Source: an optimization exercise on an open RTL-to-GDS flow (aim: small area). Production flows keep margins and buffers that such runs may drop.
Where RTL was checked, it was by simulation tests only, not by an equivalence proof against the original.

==> module positional_array_insert_delete, before the edit <==
module positional_array_insert_delete
#(
  parameter int CAPACITY = 32
) (
  input  logic                    clk_i,
  input  logic                    rst_ni,
  input  logic                    in_valid_i,
  output logic                    in_stall_o,
  input  logic [paid_pkg::MODE_W-1:0]       mode_i,
  input  logic [paid_pkg::POS_W-1:0]        position_i,
  input  logic signed [paid_pkg::VAL_W-1:0] value_i,
  output logic                    out_valid_o,
  input  logic                    out_stall_i,
  output logic [paid_pkg::ST_W-1:0]         status_o,
  output logic signed [paid_pkg::VAL_W-1:0] entry_value_o,
  output logic [paid_pkg::CNT_W-1:0]        entry_count_o,
  output logic                    last_o
);
  localparam int VW = paid_pkg::VAL_W;
  localparam int CW = paid_pkg::CNT_W;
  localparam int IW = $clog2(CAPACITY);
  localparam logic [CW-1:0] Cap = CW'(CAPACITY);
  logic          reading_q;
  logic [CW-1:0] count_q, count_d;
  logic [IW-1:0] rem_q;
  logic                    out_valid_q;
  logic [paid_pkg::ST_W-1:0] status_q, status_d;
  logic [VW-1:0]           value_q;
  logic out_free, in_acc, load, rd_last, rd_start;
  logic ins, del, rot;
  logic full, empty, ins_bad, del_bad;
  logic [CW-1:0] pos;
  logic [VW-1:0] bcast_n, head;
  logic [VW-1:0] entry_n [CAPACITY];
  logic [CAPACITY:0] ge;
  logic [CAPACITY-1:0] eq;
  assign out_free   = !out_valid_q || !out_stall_i;
  assign in_stall_o = reading_q || !out_free;
  assign in_acc     = in_valid_i && !in_stall_o;
  assign rot        = reading_q && out_free;
  assign rd_last    = (rem_q == '0);
  assign full    = (count_q == Cap);
  assign empty   = (count_q == '0);
  assign ins_bad = (position_i > count_q);
  assign del_bad = (position_i >= count_q);
  assign ins      = in_acc && (mode_i == paid_pkg::MODE_INSERT) && !full && !ins_bad;
  assign del      = in_acc && (mode_i == paid_pkg::MODE_DELETE) && !empty && !del_bad;
  assign rd_start = in_acc && (mode_i == paid_pkg::MODE_READ) && !empty;
  assign load     = rot || (in_acc && ((mode_i == paid_pkg::MODE_INSERT) ||
                                       (mode_i == paid_pkg::MODE_DELETE) ||
                                       ((mode_i == paid_pkg::MODE_READ) && empty)));
  always_comb begin
    count_d = count_q;
    if (ins) count_d = count_q + CW'(1);
    if (del) count_d = count_q - CW'(1);
  end
  always_comb begin
    status_d = paid_pkg::ST_DONE;
    if (rot) begin
      status_d = paid_pkg::ST_DONE;
    end else if (mode_i == paid_pkg::MODE_INSERT) begin
      if (full)         status_d = paid_pkg::ST_FULL;
      else if (ins_bad) status_d = paid_pkg::ST_BADPOS;
    end else if (mode_i == paid_pkg::MODE_DELETE) begin
      if (empty)        status_d = paid_pkg::ST_EMPTY;
      else if (del_bad) status_d = paid_pkg::ST_BADPOS;
    end else begin
      status_d = paid_pkg::ST_EMPTY;
    end
  end
  always_ff @(posedge clk_i or negedge rst_ni) begin
    if (!rst_ni) begin
      reading_q   <= 1'b0;
      count_q     <= '0;
      out_valid_q <= 1'b0;
    end else begin
      if (rd_start) begin
        reading_q <= 1'b1;
      end else if (rot && rd_last) begin
        reading_q <= 1'b0;
      end
      count_q     <= count_d;
      out_valid_q <= load || (out_valid_q && out_stall_i);
    end
  end
  assign head = ~entry_n[0];
  always_ff @(posedge clk_i) begin
    if (rd_start) begin
      rem_q <= IW'(count_q - CW'(1));
    end else if (rot) begin
      rem_q <= rem_q - IW'(1);
    end
    if (load) begin
      status_q <= status_d;
    end
    value_q <= ({VW{rot}} & head) | ({VW{!load}} & value_q);
  end
  assign bcast_n = reading_q ? entry_n[0] : ~value_i;
  assign pos     = reading_q ? (count_q - CW'(1)) : position_i;
  assign ge[CAPACITY] = 1'b1;
  for (genvar i = 0; i < CAPACITY; i++) begin : g_ge
    assign ge[i] = (CW'(i) >= pos);
    assign eq[i] = (CW'(i) == pos);
  end
  for (genvar i = 0; i < CAPACITY; i++) begin : g_cell
    logic s_left, s_right, s_bcast, s_hold;
    logic [VW-1:0] left_n, right_n;
    if (i == 0) begin : g_first
      assign left_n  = entry_n[i];
      assign s_left  = 1'b0;
      assign s_bcast = (ins || rot) && eq[0];
    end else begin : g_mid_l
      assign left_n  = entry_n[i-1];
      assign s_left  = ins && ge[i-1];
      assign s_bcast = (ins || rot) && eq[i];
    end
    if (i == CAPACITY - 1) begin : g_last
      assign right_n = entry_n[i];
      assign s_right = 1'b0;
    end else begin : g_mid_r
      assign right_n = entry_n[i+1];
      assign s_right = (del && ge[i]) || (rot && !ge[i]);
    end
    assign s_hold = !(s_left || s_right || s_bcast);
    paid_cell #(
      .HAS_LEFT (i != 0),
      .HAS_RIGHT(i != CAPACITY - 1)
    ) u_cell (
      .clk_i    (clk_i),
      .hold_ni  (!s_hold),
      .left_ni  (!s_left),
      .right_ni (!s_right),
      .bcast_ni (!s_bcast),
      .left_n_i (left_n),
      .right_n_i(right_n),
      .bcast_n_i(bcast_n),
      .entry_n_o(entry_n[i])
    );
  end
  assign out_valid_o   = out_valid_q;
  assign status_o      = status_q;
  assign entry_value_o = value_q;
  assign entry_count_o = count_q;
  assign last_o        = !reading_q;
endmodule
clock: 5.0 ns
lec_check: 0
cap_margin: 20
core_margin: 2
core_utilization: 60
cts_buf_list: sky130_fd_sc_hd__clkbuf_16
cts_cluster_diameter: 110
cts_cluster_size: 28
gpl_routability_driven: 0
slew_margin: 20
synth_hierarchical: 1
standard.sh (not shown) runs the stock make flow with config.mk's settings and CLKGATE_MAP_FILE= SYNTH_SCRIPT=/design/flow/synth_recipe.tcl, a recipe that flattens the netlist after the stock synthesis.
==> flow/flow/run.sh <==
#!/bin/bash
# The standard layout, with the port buffers made from the smallest
# buffer cell instead of a delay buffer.
export BUFFER_PORTS_ARGS="-buffer_cell sky130_fd_sc_hd__buf_1"
bash standard.sh > standard.log 2>&1
Change:
--- a/flow/design.v
+++ b/flow/design.v
@@ -78,9 +78,8 @@
   logic [CW-1:0] pos;
   logic [VW-1:0] bcast_n, head;
   logic [VW-1:0] entry_n [CAPACITY];
   logic [CAPACITY:0] ge;
-  logic [CAPACITY-1:0] eq;
   assign out_free   = !out_valid_q || !out_stall_i;
   assign in_stall_o = reading_q || !out_free;
   assign in_acc     = in_valid_i && !in_stall_o;
   assign rot        = reading_q && out_free;
@@ -145,21 +144,20 @@
   assign pos     = reading_q ? (count_q - CW'(1)) : position_i;
   assign ge[CAPACITY] = 1'b1;
   for (genvar i = 0; i < CAPACITY; i++) begin : g_ge
     assign ge[i] = (CW'(i) >= pos);
-    assign eq[i] = (CW'(i) == pos);
   end
   for (genvar i = 0; i < CAPACITY; i++) begin : g_cell
     logic s_left, s_right, s_bcast, s_hold;
     logic [VW-1:0] left_n, right_n;
     if (i == 0) begin : g_first
       assign left_n  = entry_n[i];
       assign s_left  = 1'b0;
-      assign s_bcast = (ins || rot) && eq[0];
+      assign s_bcast = (ins || rot) && ge[0];
     end else begin : g_mid_l
       assign left_n  = entry_n[i-1];
       assign s_left  = ins && ge[i-1];
-      assign s_bcast = (ins || rot) && eq[i];
+      assign s_bcast = (ins || rot) && ge[i] && !ge[i-1];
     end
     if (i == CAPACITY - 1) begin : g_last
       assign right_n = entry_n[i];
       assign s_right = 1'b0;
Worst setup slack degrades by 0.081 ns; clock skew is lower by 0.021 ns; global-route usage goes down by 2.1 points; non-clock buffer count rises by 10; final cell count stays flat; wire length drops by 4.3%.
For the first run of this note, only the layout was checked, not whether the RTL still works.

static timing again, ports no longer ideal:
Ports are ideal in the flow. The routed layouts listed here were re-timed in OpenROAD. Step 1: set_driving_cell puts a clkbuf_16 on clk_i and a buf_2 on each other input, an assumption about the parent block. Step 2 moves the port delays by t, midway between the first and last clock arrival at a register: inputs arrive t later, outputs are due t later. That takes back most of the time a late clock gives input paths. Three values: no drivers, after step 1, after step 2; two values: the first two.
run | t, ns | slack for setup (ns) | hold WS [ns] | clock arrival spread, ns | pins driven straight from the clock port
the first run | 0.692 | 0.785 / 0.785 / 0.506 | 0.319 / 0.295 / 0.459 | 0.051 / 0.051 | 1
the second run | 0.691 | 0.704 / 0.704 / 0.544 | 0.341 / 0.297 / 0.468 | 0.031 / 0.031 | 1
After both steps setup and hold are still met in every run listed. For the first run, which loses most, drivers alone change the setup slack by 0.000 ns; drivers and shift together by -0.279 ns.
